This design comes from an exercise in tuning for small area, a short achievable clock period and few clock cycles per item on the open sky130 flow, not from production work.

==> v13: inputs <==
Design poly_horner_seq, start of the top module:
module poly_horner_seq (
    input  logic               clk,
    input  logic               rst,
    input  logic               coeff_we,
    input  logic [3:0]         coeff_addr,
    input  logic signed [15:0] coeff_wdata,
    input  logic signed [15:0] x,
    input  logic               start,
    output logic               busy,
    output logic               done,
    output logic signed [31:0] sum,
    output logic               ovf
);
clock: 9.0 ns
lec_check: 0
abc_area: 1
cap_margin: 20
core_margin: 2
core_utilization: 65
place_density: 0.75
slew_margin: 20
synth_hierarchical: 1
synth_minimum_keep_size: 0
run.sh (not shown) runs the stock make flow with config.mk's settings and CLKGATE_MAP_FILE= SYNTH_SCRIPT=/design/flow/synth_recipe.tcl, a recipe that flattens the netlist after the stock synthesis.
==> inputs of v2, as changes to v13 <==
CORE_UTILIZATION = 40   (was 65)
PLACE_DENSITY = unset   (was 0.75)
==> comparison table <==
	v13	v2
Critical Path Stages	23	24
Worst reg2reg path depth	23	24
Highest clock rate	0.151 GHz	0.162 GHz
Tightest hold margin	0.467 ns	0.471 ns
Minimum setup slack among reg-to-reg paths	2.37 ns	2.82 ns
Area growth from synthesis to layout	8.59%	11.0%
Number of nets in the layout	2,502	2,505
Multi-input combinational area share	0.545	0.533
Worst-Skew Late Latency	0.59 ns	0.60 ns
RR Startpoint	r_idx[0]	r_idx[1]
CP Data Required Time	9.32 ns	9.35 ns
Max-slew headroom	0.221	0.276
Buffer share of cell area	0.0416	0.0413
Buffers plus inverters on the worst setup path	3	4
Placement Setup Slack	2.42 ns	2.76 ns
Initial core utilization	0.661	0.404
Result of the run	finished clean	finished clean
Metal3 WL	6440 µm	4690 µm
No run of this note included a check of the RTL's function; only the layout flow was run.

==> delta <==
Another version of the RTL of poly_horner_seq (not shown whole).
==> flow/design.v (excerpt) <==
module poly_horner_seq (
    input  logic               clk,
    input  logic               rst,
    input  logic               coeff_we,
    input  logic [3:0]         coeff_addr,
    input  logic signed [15:0] coeff_wdata,
    input  logic signed [15:0] x,
    input  logic               start,
    output logic               busy,
    output logic               done,
    output logic signed [31:0] sum,
    output logic               ovf
);
Settings: LEC_CHECK=0, ABC_AREA=1, CAP_MARGIN=20, CORE_MARGIN=2, CORE_UTILIZATION=40, SLEW_MARGIN=20, SYNTH_HIERARCHICAL=1, SYNTH_MINIMUM_KEEP_SIZE=0; clock period 9.0 ns.
==> inputs of yarrow, as changes to delta <==
--- a/flow/design.v
+++ b/flow/design.v
@@ -15,16 +15,18 @@
     logic signed [15:0] r_coeff [0:10];
     logic [10:0]        r_cval;
     logic [7:0]         r_bonen, r_btwon, r_bneg, w_bone, w_btwo;
     logic [7:0]         r_bonenb, r_btwonb, r_bnegb, w_boneb, w_btwob;
     logic [31:0]        r_accn;
     logic signed [31:0] w_acc;
     logic signed [16:0] r_c, w_cn, w_n7;
     logic               r_ge, r_cneg, w_ge, w_cy15;
+    logic               r_hi_one, r_hi_zero, r_mid_one, r_mid_zero;
+    logic               w_mid_one, w_mid_zero, w_defer;
     logic [16:0]        w_y;
     logic signed [16:0] w_craw;
     logic               w_n7n;
     logic [3:0]         r_idx, w_idx_n, w_idx_r;
     logic               r_busy, r_done, r_ovf;
     logic signed [15:0] w_c, w_crd, w_c9;
     logic [7:0]         w_xone, w_xtwo, w_xneg;
     logic [47:0]        w_ra, w_rb;
@@ -1785,22 +1787,25 @@
     assign w_s[28] = w_p0[28] ^ pg892;
     assign w_s[29] = w_p0[29] ^ pg894;
     assign w_s[30] = w_p0[30] ^ pg896;
     assign w_s[31] = w_p0[31] ^ pg898;
     assign w_c31 = pg898;
     assign w_cy15 = pg850;
     assign w_hi_one = ((w_ra[32] ^ w_rb[32]) ^ (w_ra[31] & w_rb[31])) & ((w_ra[33] ^ w_rb[33]) ^ (w_ra[32] & w_rb[32])) & ((w_ra[34] ^ w_rb[34]) ^ (w_ra[33] & w_rb[33])) & ((w_ra[35] ^ w_rb[35]) ^ (w_ra[34] & w_rb[34])) & ((w_ra[36] ^ w_rb[36]) ^ (w_ra[35] & w_rb[35])) & ((w_ra[37] ^ w_rb[37]) ^ (w_ra[36] & w_rb[36])) & ((w_ra[38] ^ w_rb[38]) ^ (w_ra[37] & w_rb[37])) & ((w_ra[39] ^ w_rb[39]) ^ (w_ra[38] & w_rb[38])) & ((w_ra[40] ^ w_rb[40]) ^ (w_ra[39] & w_rb[39])) & ((w_ra[41] ^ w_rb[41]) ^ (w_ra[40] & w_rb[40])) & ((w_ra[42] ^ w_rb[42]) ^ (w_ra[41] & w_rb[41])) & ((w_ra[43] ^ w_rb[43]) ^ (w_ra[42] & w_rb[42])) & ((w_ra[44] ^ w_rb[44]) ^ (w_ra[43] & w_rb[43])) & ((w_ra[45] ^ w_rb[45]) ^ (w_ra[44] & w_rb[44])) & ((w_ra[46] ^ w_rb[46]) ^ (w_ra[45] & w_rb[45])) & ((w_ra[47] ^ w_rb[47]) ^ (w_ra[46] & w_rb[46]));
     assign w_hi_zero = ~((w_ra[32] ^ w_rb[32]) ^ (w_ra[31] | w_rb[31])) & ~((w_ra[33] ^ w_rb[33]) ^ (w_ra[32] | w_rb[32])) & ~((w_ra[34] ^ w_rb[34]) ^ (w_ra[33] | w_rb[33])) & ~((w_ra[35] ^ w_rb[35]) ^ (w_ra[34] | w_rb[34])) & ~((w_ra[36] ^ w_rb[36]) ^ (w_ra[35] | w_rb[35])) & ~((w_ra[37] ^ w_rb[37]) ^ (w_ra[36] | w_rb[36])) & ~((w_ra[38] ^ w_rb[38]) ^ (w_ra[37] | w_rb[37])) & ~((w_ra[39] ^ w_rb[39]) ^ (w_ra[38] | w_rb[38])) & ~((w_ra[40] ^ w_rb[40]) ^ (w_ra[39] | w_rb[39])) & ~((w_ra[41] ^ w_rb[41]) ^ (w_ra[40] | w_rb[40])) & ~((w_ra[42] ^ w_rb[42]) ^ (w_ra[41] | w_rb[41])) & ~((w_ra[43] ^ w_rb[43]) ^ (w_ra[42] | w_rb[42])) & ~((w_ra[44] ^ w_rb[44]) ^ (w_ra[43] | w_rb[43])) & ~((w_ra[45] ^ w_rb[45]) ^ (w_ra[44] | w_rb[44])) & ~((w_ra[46] ^ w_rb[46]) ^ (w_ra[45] | w_rb[45])) & ~((w_ra[47] ^ w_rb[47]) ^ (w_ra[46] | w_rb[46]));
-    assign w_sovf = ~((w_hi_one & w_s[31]) | (w_hi_zero & ~w_s[31]));
+    assign w_mid_one = (w_ra[15] ^ w_rb[15] ^ w_cy15) & ((w_ra[16] ^ w_rb[16]) ^ (w_ra[15] & w_rb[15])) & ((w_ra[17] ^ w_rb[17]) ^ (w_ra[16] & w_rb[16])) & ((w_ra[18] ^ w_rb[18]) ^ (w_ra[17] & w_rb[17])) & ((w_ra[19] ^ w_rb[19]) ^ (w_ra[18] & w_rb[18])) & ((w_ra[20] ^ w_rb[20]) ^ (w_ra[19] & w_rb[19])) & ((w_ra[21] ^ w_rb[21]) ^ (w_ra[20] & w_rb[20])) & ((w_ra[22] ^ w_rb[22]) ^ (w_ra[21] & w_rb[21])) & ((w_ra[23] ^ w_rb[23]) ^ (w_ra[22] & w_rb[22])) & ((w_ra[24] ^ w_rb[24]) ^ (w_ra[23] & w_rb[23])) & ((w_ra[25] ^ w_rb[25]) ^ (w_ra[24] & w_rb[24])) & ((w_ra[26] ^ w_rb[26]) ^ (w_ra[25] & w_rb[25])) & ((w_ra[27] ^ w_rb[27]) ^ (w_ra[26] & w_rb[26])) & ((w_ra[28] ^ w_rb[28]) ^ (w_ra[27] & w_rb[27])) & ((w_ra[29] ^ w_rb[29]) ^ (w_ra[28] & w_rb[28])) & ((w_ra[30] ^ w_rb[30]) ^ (w_ra[29] & w_rb[29]));
+    assign w_mid_zero = ~(w_ra[15] ^ w_rb[15] ^ w_cy15) & ~((w_ra[16] ^ w_rb[16]) ^ (w_ra[15] | w_rb[15])) & ~((w_ra[17] ^ w_rb[17]) ^ (w_ra[16] | w_rb[16])) & ~((w_ra[18] ^ w_rb[18]) ^ (w_ra[17] | w_rb[17])) & ~((w_ra[19] ^ w_rb[19]) ^ (w_ra[18] | w_rb[18])) & ~((w_ra[20] ^ w_rb[20]) ^ (w_ra[19] | w_rb[19])) & ~((w_ra[21] ^ w_rb[21]) ^ (w_ra[20] | w_rb[20])) & ~((w_ra[22] ^ w_rb[22]) ^ (w_ra[21] | w_rb[21])) & ~((w_ra[23] ^ w_rb[23]) ^ (w_ra[22] | w_rb[22])) & ~((w_ra[24] ^ w_rb[24]) ^ (w_ra[23] | w_rb[23])) & ~((w_ra[25] ^ w_rb[25]) ^ (w_ra[24] | w_rb[24])) & ~((w_ra[26] ^ w_rb[26]) ^ (w_ra[25] | w_rb[25])) & ~((w_ra[27] ^ w_rb[27]) ^ (w_ra[26] | w_rb[26])) & ~((w_ra[28] ^ w_rb[28]) ^ (w_ra[27] | w_rb[27])) & ~((w_ra[29] ^ w_rb[29]) ^ (w_ra[28] | w_rb[28])) & ~((w_ra[30] ^ w_rb[30]) ^ (w_ra[29] | w_rb[29]));
+    assign w_sovf = ~((r_hi_one & w_acc[31]) | (r_hi_zero & ~w_acc[31]));
     assign w_y    = {2'b00, w_ra[14:0]} + {2'b00, w_rb[14:0]} +
                     {2'b00, ~w_craw[14:0]} + 17'd1;
     assign w_ge   = w_cy15 ? w_y[16] : (w_y[16] | w_y[15]);
-    assign w_chi  = ~w_acc[31] & (&w_acc[30:15]) & r_cneg & r_ge;
-    assign w_clo  = w_acc[31] & ~(|w_acc[30:15]) & ~r_cneg & ~r_ge;
+    assign w_chi  = ~w_acc[31] & r_mid_one & r_cneg & r_ge;
+    assign w_clo  = w_acc[31] & r_mid_zero & ~r_cneg & ~r_ge;
+    assign w_defer = w_sovf | w_chi | w_clo;
     always_ff @(posedge clk or posedge rst) begin
         if (rst) begin
             r_busy <= 1'b0;
             r_done <= 1'b0;
             r_idx  <= 4'd10;
             r_bonen <= '1;
             r_btwon <= '1;
             r_bneg  <= '0;
@@ -1837,28 +1842,32 @@
     end
     always_ff @(posedge clk) begin
         if (w_wr) r_coeff[coeff_addr] <= coeff_wdata;
     end
     always_ff @(posedge clk) begin
         r_c     <= w_cn;
         r_ge    <= w_ge;
         r_cneg  <= w_craw[15];
+        r_hi_one   <= w_hi_one;
+        r_hi_zero  <= w_hi_zero;
+        r_mid_one  <= w_mid_one;
+        r_mid_zero <= w_mid_zero;
         if (w_acc_st | r_busy) begin
             r_accn <= ~w_s;
         end
         if (w_acc_st) begin
             r_ovf <= 1'b0;
         end else if (r_busy | r_done) begin
-            r_ovf <= r_ovf | (r_busy & w_sovf) | w_chi | w_clo;
+            r_ovf <= r_ovf | w_defer;
         end
     end
     assign busy = r_busy;
     assign done = r_done;
     assign sum  = w_acc;
-    assign ovf  = r_ovf | (r_done & (w_chi | w_clo));
+    assign ovf  = r_ovf | (r_done & w_defer);
 endmodule
 `default_nettype wire
 module phs_fa (input logic a, input logic b, input logic c,
                output logic s, output logic co);
     assign s  = a ^ b ^ c;
     assign co = (a & b) | (a & c) | (b & c);
 endmodule
Settings changed: SETUP_SLACK_MARGIN from default to 3.7.
==> run notes <==
yarrow finished clean. delta produced a clean layout. Between yarrow and delta, the lower global-route usage is in delta (gap 1.1 points). Between delta and yarrow, the lower design area is in delta (gap about 8%, measured against yarrow). Between yarrow and delta, the lower flip-flop and latch count is in delta (gap 4). Via count: yarrow is larger than delta (about 10%).
No run of this note included a check of the RTL's function; only the layout flow was run.

==> run C: inputs <==
Another version of the RTL of poly_horner_seq (not shown whole).
Settings: LEC_CHECK=0, ABC_AREA=1, CAP_MARGIN=20, CORE_MARGIN=2, CORE_UTILIZATION=40, SLEW_MARGIN=20, SYNTH_HIERARCHICAL=1, SYNTH_MINIMUM_KEEP_SIZE=0; clock period 9.0 ns.
==> run M: changes against run C <==
--- a/flow/design.v
+++ b/flow/design.v
@@ -12,38 +12,47 @@
     output logic signed [31:0] sum,
     output logic               ovf
 );
     logic signed [15:0] r_coeff [0:10];
     logic [10:0]        r_cval;
     logic [7:0]         r_bone, r_btwo, r_bneg;
     logic signed [31:0] r_acc;
     logic signed [16:0] r_c, w_cn, w_n7;
-    logic signed [15:0] r_cprev;
+    logic               r_ge, r_cneg, w_ge, w_cy15;
+    logic               r_hi_one, r_hi_zero, r_mid_one, r_mid_zero;
+    logic               w_mid_one, w_mid_zero, w_defer;
+    logic [16:0]        w_y;
     logic signed [16:0] w_craw;
     logic               w_n7n;
-    logic [3:0]         r_idx, w_idx_n;
+    logic [3:0]         r_idx, w_idx_n, w_idx_r;
     logic               r_busy, r_done, r_ovf;
-    logic signed [15:0] w_c, w_hlim, w_llim;
+    logic signed [15:0] w_c, w_crd, w_c9;
     logic [7:0]         w_xone, w_xtwo, w_xneg;
     logic [47:0]        w_ra, w_rb;
     logic [31:0]        w_s, w_g0, w_p0;
     logic               w_c31, w_hi_one, w_hi_zero;
     logic               w_sovf, w_chi, w_clo, w_acc_st, w_last, w_wr;
     assign w_acc_st = start & ~r_busy;
     assign w_last   = r_busy & (r_idx == 4'd0);
     assign w_wr     = coeff_we & ~r_busy & ~start & (coeff_addr <= 4'd10);
     always_comb begin
         if (w_acc_st)          w_idx_n = 4'd9;
         else if (w_last)       w_idx_n = 4'd10;
         else if (r_busy)       w_idx_n = r_idx - 4'd1;
         else                   w_idx_n = r_idx;
     end
-    assign w_c = (w_wr & (coeff_addr == 4'd10)) ? coeff_wdata :
-                 r_cval[w_idx_n] ? r_coeff[w_idx_n] : 16'sd0;
+    always_comb begin
+        if (~r_busy | w_last)  w_idx_r = 4'd10;
+        else                   w_idx_r = r_idx - 4'd1;
+    end
+    assign w_crd = r_cval[w_idx_r] ? r_coeff[w_idx_r] : 16'sd0;
+    assign w_c9  = r_cval[9] ? r_coeff[9] : 16'sd0;
+    assign w_c   = w_acc_st ? w_c9 :
+                   (w_wr & (coeff_addr == 4'd10)) ? coeff_wdata : w_crd;
     assign w_n7n  = w_acc_st ? x[15] : (r_bneg[7] & ~w_last);
     assign w_n7   = {2'b00, w_n7n, 14'd0};
     assign w_cn   = {w_c[15], w_c} + w_n7;
     assign w_craw = r_c - {2'b00, r_bneg[7], 14'd0};
     always_comb begin
         for (int k = 0; k < 8; k++) begin
             logic m, l, lo;
             m  = x[2*k+1];
@@ -1768,23 +1777,28 @@
     assign w_s[25] = w_p0[25] ^ pg886;
     assign w_s[26] = w_p0[26] ^ pg888;
     assign w_s[27] = w_p0[27] ^ pg890;
     assign w_s[28] = w_p0[28] ^ pg892;
     assign w_s[29] = w_p0[29] ^ pg894;
     assign w_s[30] = w_p0[30] ^ pg896;
     assign w_s[31] = w_p0[31] ^ pg898;
     assign w_c31 = pg898;
+    assign w_cy15 = pg850;
     assign w_hi_one = ((w_ra[32] ^ w_rb[32]) ^ (w_ra[31] & w_rb[31])) & ((w_ra[33] ^ w_rb[33]) ^ (w_ra[32] & w_rb[32])) & ((w_ra[34] ^ w_rb[34]) ^ (w_ra[33] & w_rb[33])) & ((w_ra[35] ^ w_rb[35]) ^ (w_ra[34] & w_rb[34])) & ((w_ra[36] ^ w_rb[36]) ^ (w_ra[35] & w_rb[35])) & ((w_ra[37] ^ w_rb[37]) ^ (w_ra[36] & w_rb[36])) & ((w_ra[38] ^ w_rb[38]) ^ (w_ra[37] & w_rb[37])) & ((w_ra[39] ^ w_rb[39]) ^ (w_ra[38] & w_rb[38])) & ((w_ra[40] ^ w_rb[40]) ^ (w_ra[39] & w_rb[39])) & ((w_ra[41] ^ w_rb[41]) ^ (w_ra[40] & w_rb[40])) & ((w_ra[42] ^ w_rb[42]) ^ (w_ra[41] & w_rb[41])) & ((w_ra[43] ^ w_rb[43]) ^ (w_ra[42] & w_rb[42])) & ((w_ra[44] ^ w_rb[44]) ^ (w_ra[43] & w_rb[43])) & ((w_ra[45] ^ w_rb[45]) ^ (w_ra[44] & w_rb[44])) & ((w_ra[46] ^ w_rb[46]) ^ (w_ra[45] & w_rb[45])) & ((w_ra[47] ^ w_rb[47]) ^ (w_ra[46] & w_rb[46]));
     assign w_hi_zero = ~((w_ra[32] ^ w_rb[32]) ^ (w_ra[31] | w_rb[31])) & ~((w_ra[33] ^ w_rb[33]) ^ (w_ra[32] | w_rb[32])) & ~((w_ra[34] ^ w_rb[34]) ^ (w_ra[33] | w_rb[33])) & ~((w_ra[35] ^ w_rb[35]) ^ (w_ra[34] | w_rb[34])) & ~((w_ra[36] ^ w_rb[36]) ^ (w_ra[35] | w_rb[35])) & ~((w_ra[37] ^ w_rb[37]) ^ (w_ra[36] | w_rb[36])) & ~((w_ra[38] ^ w_rb[38]) ^ (w_ra[37] | w_rb[37])) & ~((w_ra[39] ^ w_rb[39]) ^ (w_ra[38] | w_rb[38])) & ~((w_ra[40] ^ w_rb[40]) ^ (w_ra[39] | w_rb[39])) & ~((w_ra[41] ^ w_rb[41]) ^ (w_ra[40] | w_rb[40])) & ~((w_ra[42] ^ w_rb[42]) ^ (w_ra[41] | w_rb[41])) & ~((w_ra[43] ^ w_rb[43]) ^ (w_ra[42] | w_rb[42])) & ~((w_ra[44] ^ w_rb[44]) ^ (w_ra[43] | w_rb[43])) & ~((w_ra[45] ^ w_rb[45]) ^ (w_ra[44] | w_rb[44])) & ~((w_ra[46] ^ w_rb[46]) ^ (w_ra[45] | w_rb[45])) & ~((w_ra[47] ^ w_rb[47]) ^ (w_ra[46] | w_rb[46]));
-    assign w_sovf = ~((w_hi_one & w_s[31]) | (w_hi_zero & ~w_s[31]));
-    assign w_hlim = {1'b1, r_acc[14:0]};
-    assign w_llim = {1'b0, r_acc[14:0]};
-    assign w_chi  = ~r_acc[31] & (&r_acc[30:15]) & (w_hlim >= r_cprev);
-    assign w_clo  = r_acc[31] & ~(|r_acc[30:15]) & (w_llim < r_cprev);
+    assign w_mid_one = (w_ra[15] ^ w_rb[15] ^ w_cy15) & ((w_ra[16] ^ w_rb[16]) ^ (w_ra[15] & w_rb[15])) & ((w_ra[17] ^ w_rb[17]) ^ (w_ra[16] & w_rb[16])) & ((w_ra[18] ^ w_rb[18]) ^ (w_ra[17] & w_rb[17])) & ((w_ra[19] ^ w_rb[19]) ^ (w_ra[18] & w_rb[18])) & ((w_ra[20] ^ w_rb[20]) ^ (w_ra[19] & w_rb[19])) & ((w_ra[21] ^ w_rb[21]) ^ (w_ra[20] & w_rb[20])) & ((w_ra[22] ^ w_rb[22]) ^ (w_ra[21] & w_rb[21])) & ((w_ra[23] ^ w_rb[23]) ^ (w_ra[22] & w_rb[22])) & ((w_ra[24] ^ w_rb[24]) ^ (w_ra[23] & w_rb[23])) & ((w_ra[25] ^ w_rb[25]) ^ (w_ra[24] & w_rb[24])) & ((w_ra[26] ^ w_rb[26]) ^ (w_ra[25] & w_rb[25])) & ((w_ra[27] ^ w_rb[27]) ^ (w_ra[26] & w_rb[26])) & ((w_ra[28] ^ w_rb[28]) ^ (w_ra[27] & w_rb[27])) & ((w_ra[29] ^ w_rb[29]) ^ (w_ra[28] & w_rb[28])) & ((w_ra[30] ^ w_rb[30]) ^ (w_ra[29] & w_rb[29]));
+    assign w_mid_zero = ~(w_ra[15] ^ w_rb[15] ^ w_cy15) & ~((w_ra[16] ^ w_rb[16]) ^ (w_ra[15] | w_rb[15])) & ~((w_ra[17] ^ w_rb[17]) ^ (w_ra[16] | w_rb[16])) & ~((w_ra[18] ^ w_rb[18]) ^ (w_ra[17] | w_rb[17])) & ~((w_ra[19] ^ w_rb[19]) ^ (w_ra[18] | w_rb[18])) & ~((w_ra[20] ^ w_rb[20]) ^ (w_ra[19] | w_rb[19])) & ~((w_ra[21] ^ w_rb[21]) ^ (w_ra[20] | w_rb[20])) & ~((w_ra[22] ^ w_rb[22]) ^ (w_ra[21] | w_rb[21])) & ~((w_ra[23] ^ w_rb[23]) ^ (w_ra[22] | w_rb[22])) & ~((w_ra[24] ^ w_rb[24]) ^ (w_ra[23] | w_rb[23])) & ~((w_ra[25] ^ w_rb[25]) ^ (w_ra[24] | w_rb[24])) & ~((w_ra[26] ^ w_rb[26]) ^ (w_ra[25] | w_rb[25])) & ~((w_ra[27] ^ w_rb[27]) ^ (w_ra[26] | w_rb[26])) & ~((w_ra[28] ^ w_rb[28]) ^ (w_ra[27] | w_rb[27])) & ~((w_ra[29] ^ w_rb[29]) ^ (w_ra[28] | w_rb[28])) & ~((w_ra[30] ^ w_rb[30]) ^ (w_ra[29] | w_rb[29]));
+    assign w_sovf = ~((r_hi_one & r_acc[31]) | (r_hi_zero & ~r_acc[31]));
+    assign w_y    = {2'b00, w_ra[14:0]} + {2'b00, w_rb[14:0]} +
+                    {2'b00, ~w_craw[14:0]} + 17'd1;
+    assign w_ge   = w_cy15 ? w_y[16] : (w_y[16] | w_y[15]);
+    assign w_chi  = ~r_acc[31] & r_mid_one & r_cneg & r_ge;
+    assign w_clo  = r_acc[31] & r_mid_zero & ~r_cneg & ~r_ge;
+    assign w_defer = w_sovf | w_chi | w_clo;
     always_ff @(posedge clk or posedge rst) begin
         if (rst) begin
             r_busy <= 1'b0;
             r_done <= 1'b0;
             r_idx  <= 4'd10;
             r_bone <= '0;
             r_btwo <= '0;
             r_bneg <= '0;
@@ -1808,29 +1822,34 @@
             end
         end
     end
     always_ff @(posedge clk) begin
         if (w_wr) r_coeff[coeff_addr] <= coeff_wdata;
     end
     always_ff @(posedge clk) begin
         r_c     <= w_cn;
-        r_cprev <= w_craw[15:0];
+        r_ge    <= w_ge;
+        r_cneg  <= w_craw[15];
+        r_hi_one   <= w_hi_one;
+        r_hi_zero  <= w_hi_zero;
+        r_mid_one  <= w_mid_one;
+        r_mid_zero <= w_mid_zero;
         if (w_acc_st | r_busy) begin
             r_acc <= w_s;
         end
         if (w_acc_st) begin
             r_ovf <= 1'b0;
         end else if (r_busy | r_done) begin
-            r_ovf <= r_ovf | (r_busy & w_sovf) | w_chi | w_clo;
+            r_ovf <= r_ovf | w_defer;
         end
     end
     assign busy = r_busy;
     assign done = r_done;
     assign sum  = r_acc;
-    assign ovf  = r_ovf | (r_done & (w_chi | w_clo));
+    assign ovf  = r_ovf | (r_done & w_defer);
 endmodule
 `default_nettype wire
 module phs_fa (input logic a, input logic b, input logic c,
                output logic s, output logic co);
     assign s  = a ^ b ^ c;
     assign co = (a & b) | (a & c) | (b & c);
 endmodule
- SETUP_SLACK_MARGIN: unset -> 3.7
==> comparison <==
Run M completed without violations. Run C went through all stages and came out clean. Of run M and run C, run C has the higher clock-buffer cell count (gap 5). Area after synthesis: run M is higher than run C (6.0%). In run M the clock skew is lower than in run C, by 8.7 ps. Of run M and run C, run M has the higher global-route usage (gap 0.30 points). Between run M and run C, the lower non-clock buffer count is in run C (gap 96).
Function was not checked in any run of this note: the RTL went through the layout flow alone.

==> re-timing with driven ports <==
The flow's constraints put no driver on any port. The routed layouts listed below were extracted and timed again, unchanged, in two steps.
Step 1 (the two cells are an assumption about what drives the block):
set clk [get_ports {clk}]
set_driving_cell -lib_cell sky130_fd_sc_hd__clkbuf_16 $clk
set_driving_cell -lib_cell sky130_fd_sc_hd__buf_2 [delete_from_list [all_inputs] $clk]
Step 2 times the ports against the registers' clock, not the clock port: input delays grow and output delays shrink by t, the midpoint of the rising clock arrivals with the driver on.
a / b / c = ideal ports / drivers / drivers and shift; a / b = the first two.
run | t (ns) | setup slack, ns | worst hold slack (ns)
v13 | 0.633 | 2.374 / 2.374 / 2.374 | 0.467 / 0.467 / 0.467
v2 | 0.637 | 2.819 / 2.819 / 2.819 | 0.471 / 0.471 / 0.471
delta | 0.597 | 3.558 / 3.503 / 3.577 | 0.470 / 0.470 / 0.470
yarrow | 0.603 | 3.897 / 3.897 / 3.897 | 0.452 / 0.452 / 0.452
run C | 0.650 | 3.050 / 2.990 / 2.770 | 0.382 / 0.382 / 0.382
run M | 0.642 | 3.852 / 3.852 / 3.852 | 0.467 / 0.467 / 0.467
After both steps every run listed still meets setup and hold. The setup slack of run C, which loses most, moves by -0.060 ns with the drivers and by -0.280 ns with both steps.
